Background: an optimization exercise with open tools, aiming at small area, a short achievable clock period and few clock cycles per item. Do not read the settings as production practice.
In this exercise RTL edits were held to simulation tests only and were not proved equivalent to the original.
Power figures rest on the tool's default switching activity, not on a simulated workload.

==> inputs of run K <==
## array_list_engine
module array_list_engine #(
   parameter int DEPTH = ale_pkg::DEPTH_DEF
) (
   input  logic                            clock,
   input  logic                            reset,
   input  logic                            req_tvalid,
   output logic                            req_tready,
   input  logic [ale_pkg::REQ_TDATA_W-1:0] req_tdata,
   input  logic [ale_pkg::REQ_TUSER_W-1:0] req_tuser,
   output logic                            rsp_tvalid,
   input  logic                            rsp_tready,
   output logic [ale_pkg::RSP_TDATA_W-1:0] rsp_tdata,
   output logic [ale_pkg::RSP_TUSER_W-1:0] rsp_tuser,
   input  logic                            csr_tvalid,
   output logic                            csr_tready,
   input  logic [ale_pkg::CSR_TDATA_W-1:0] csr_tdata
);
   localparam int AW       = 6;
   localparam int SCAN_W   = 4;                   
   localparam int SWB      = $clog2(SCAN_W);
   localparam int GW       = AW - SWB;            
   localparam int SUM_W    = 38;
   localparam int DIV_DIG  = 2;                   
   localparam int DIV_BITS = 2 * DIV_DIG;
   localparam int DIV_CYC  = 32 / DIV_BITS;
   localparam int DCW      = $clog2(DIV_CYC);
   localparam int QN       = DIV_CYC + 2;         
   localparam int QW       = $clog2(QN);
   genvar j;
   logic              s1_vld;
   logic [3:0]        s1_op;
   logic [6:0]        s1_idx;
   logic [31:0]       s1_elem;
   logic [6:0]        s1_cap;
   logic              s1_ilt;              
   logic              s1_ile;              
   logic              full_ff;             
   logic [DEPTH-1:0]  s1_ieq;              
   logic [6:0]        cap_ff;
   logic [31:0]       mem [DEPTH];
   logic [DEPTH-1:0]  vld_ff;              
   logic [6:0]        n_ff;
   logic [7:0]        n3_ff;               
   logic [SUM_W-1:0]  sum_ff;              
   logic [SUM_W-1:0]  px_ff, pv_ff;        
   logic [31:0]       mx_ff, mn_ff;
   logic [6:0]        mxc_ff, mnc_ff;
   logic              mxv_ff, mnv_ff;
   logic              scan_ff;             
   logic              sfin_ff;             
   logic              smrg_ff;             
   logic              sfirst_ff;           
  ...
clock: 6.0 ns
lec_check: 0
cap_margin: 20
core_margin: 2
core_utilization: 15
min_routing_layer: met2
place_density: 0.2
setup_slack_margin: 0.2
slew_margin: 20
run.sh (not shown) runs the stock make flow with config.mk's settings and CLKGATE_MAP_FILE= SYNTH_SCRIPT=/design/flow/synth_recipe.tcl, a recipe that flattens the netlist after the stock synthesis.
==> inputs of run Y, as changes to run K <==
Settings changed: CELL_PAD_IN_SITES_DETAIL_PLACEMENT from default to 2, CELL_PAD_IN_SITES_GLOBAL_PLACEMENT from default to 2, CORE_UTILIZATION 15 to 18, PLACE_DENSITY 0.2 to 0.22.
==> inputs of run M, as changes to run K <==
Settings changed: CORE_UTILIZATION 15 to 22, PLACE_DENSITY 0.2 to 0.26.
==> comparison <==
Run K stopped in global routing on GRT-0116. Run Y died in global routing, error GRT-0116. Run M did not get past global routing, error GRT-0116.
In synthesized cell count, run M and run Y do not differ.
In synthesized area, run M and run Y do not differ.
==> figures <==
metric                                                            run K           run Y           run M
Die Ht                                                          1150 µm         1050 µm          950 µm
Buffer levels on the longest clock path                               5               5               4
DPL Wire Length                                            2,430,000 µm    2,340,000 µm    2,060,000 µm
Starting Density                                                  0.150           0.180           0.221
Post-Place Cell Area                                          0.265 mm²       0.257 mm²       0.253 mm²
Setup Slack @ Placement                                        -1240 ps        -1350 ps        -1180 ps
Result of the run                                        did not finish  did not finish  did not finish
Last stage reached                                       global routing  global routing  global routing
Post-CTS Setup Repair Bufs                                          220             157              67
Total CTS buffers                                                   481             447             421
Number of resized instances in the post-cts repair step             787             486             310
Cell total after placement                                       43,310          39,980          37,361
Die X-Extent                                                    1150 µm         1050 µm          950 µm
Global placer's final weighted congestion                          1.33            1.42            1.52
Testbench counts of run K, summed over its fixed seeds: cycles 17,215, requests 16,000.
Testbench counts of run Y, summed over its fixed seeds: cycles 17,215, requests 16,000.
Testbench counts of run M, summed over its fixed seeds: cycles 17,215, requests 16,000.

==> cedar <==
array_list_engine, a different RTL version from the one above (not shown whole).
clock: 6.0 ns
lec_check: 0
cap_margin: 20
core_margin: 2
core_utilization: 40
setup_slack_margin: 1.2
slew_margin: 20
==> indigo: changes against cedar <==
--- a/flow/design.v
+++ b/flow/design.v
@@ -522,15 +522,14 @@
                      end
                   end
                   REQ_GET: begin
                      val_in = rd_data_ff;
                   end
                   REQ_SET: begin
-                     sum_in = sum_ff + SUM_W'($signed(key_ff)) - SUM_W'($signed(rd_data_ff));
+                     sum_in = sum_ff - SUM_W'($signed(rd_data_ff));
                      trk_remove(rd_data_ff);
-                     trk_add(key_ff, 1'b0);
                   end
                   REQ_MAX: begin
                      if ((rd_addr_ff == '0) || ($signed(rd_data_ff) > $signed(val_ff))) begin
                         val_in  = rd_data_ff;
                         scnt_in = CW'(1);
                      end else if (rd_data_ff == val_ff) begin
@@ -575,12 +574,14 @@
          S_TAIL: begin
             mem_we = 1'b1;
             mem_wa = wr_addr_ff;
             mem_wd = key_ff;
             if ((op_ff == REQ_APPEND) || (op_ff == REQ_INSERT)) begin
                count_in = CW'(count_ff + 1'b1);
+            end
+            if ((op_ff == REQ_APPEND) || (op_ff == REQ_INSERT) || (op_ff == REQ_SET)) begin
                sum_in   = sum_ff + SUM_W'($signed(key_ff));
                trk_add(key_ff, count_ff == '0);
             end
          end
          S_DIV: begin
             if (div_done) begin
Settings changed: SETUP_SLACK_MARGIN 1.2 to unset.
==> notes.md <==
- Against indigo, the register-to-register slack of cedar is better by 330 ps.
- Of indigo and cedar, cedar has the higher via count (gap about 6.5%, measured against cedar).
- Sequential cell count is the same in cedar and indigo.
- Between indigo and cedar, the lower setup slack is in indigo (gap 330 ps).
- Combinational power: indigo is larger than cedar (34%).
- Sequential share of layout area: cedar is lower than indigo (1.7 points).
- Of cedar and indigo, indigo has the higher total power (gap 5.9%, measured against indigo).
- Worst hold slack: indigo is worse than cedar (34 ps).
- Against cedar, the count of clock-buffer cells in the layout of indigo is lower by 18.
- Against cedar, the synthesized cell count of indigo is lower by 4.5%.
- Clock power is about the same in cedar and indigo.
Testbench counts of cedar, summed over its fixed seeds: cycles 287,132, requests 16,000.
Testbench counts of indigo, summed over its fixed seeds: cycles 287,132, requests 16,000.

[re-timing with driven ports]
The flow's constraints put no driver on any port. The routed layouts listed below were extracted and timed again, unchanged, in two steps. Step 1 sets driving cells, clkbuf_16 on the clock port and buf_2 on the other inputs (assumed; they add their load-dependent delay and slew). Step 2, shift: input delay + t, output delay - t, t = (earliest + latest rising clock arrival at the registers) / 2. This alone moves slack from input paths to output paths. Slacks: no drivers / after step 1 / after step 2; pairs: no drivers / after step 1.
run | t (ns) | slack for setup (ns) | hold WS [ns] | clock arrival spread, ns
cedar | 0.928 | 0.872 / 0.872 / 0.855 | 0.475 / 0.475 / 0.475 | 0.062 / 0.062
indigo | 0.921 | 0.542 / 0.542 / 0.542 | 0.441 / 0.441 / 0.441 | 0.080 / 0.081
After both steps every run listed still meets setup and hold. The setup slack of cedar, which loses most, moves by 0.000 ns with the drivers and by -0.017 ns with both steps.
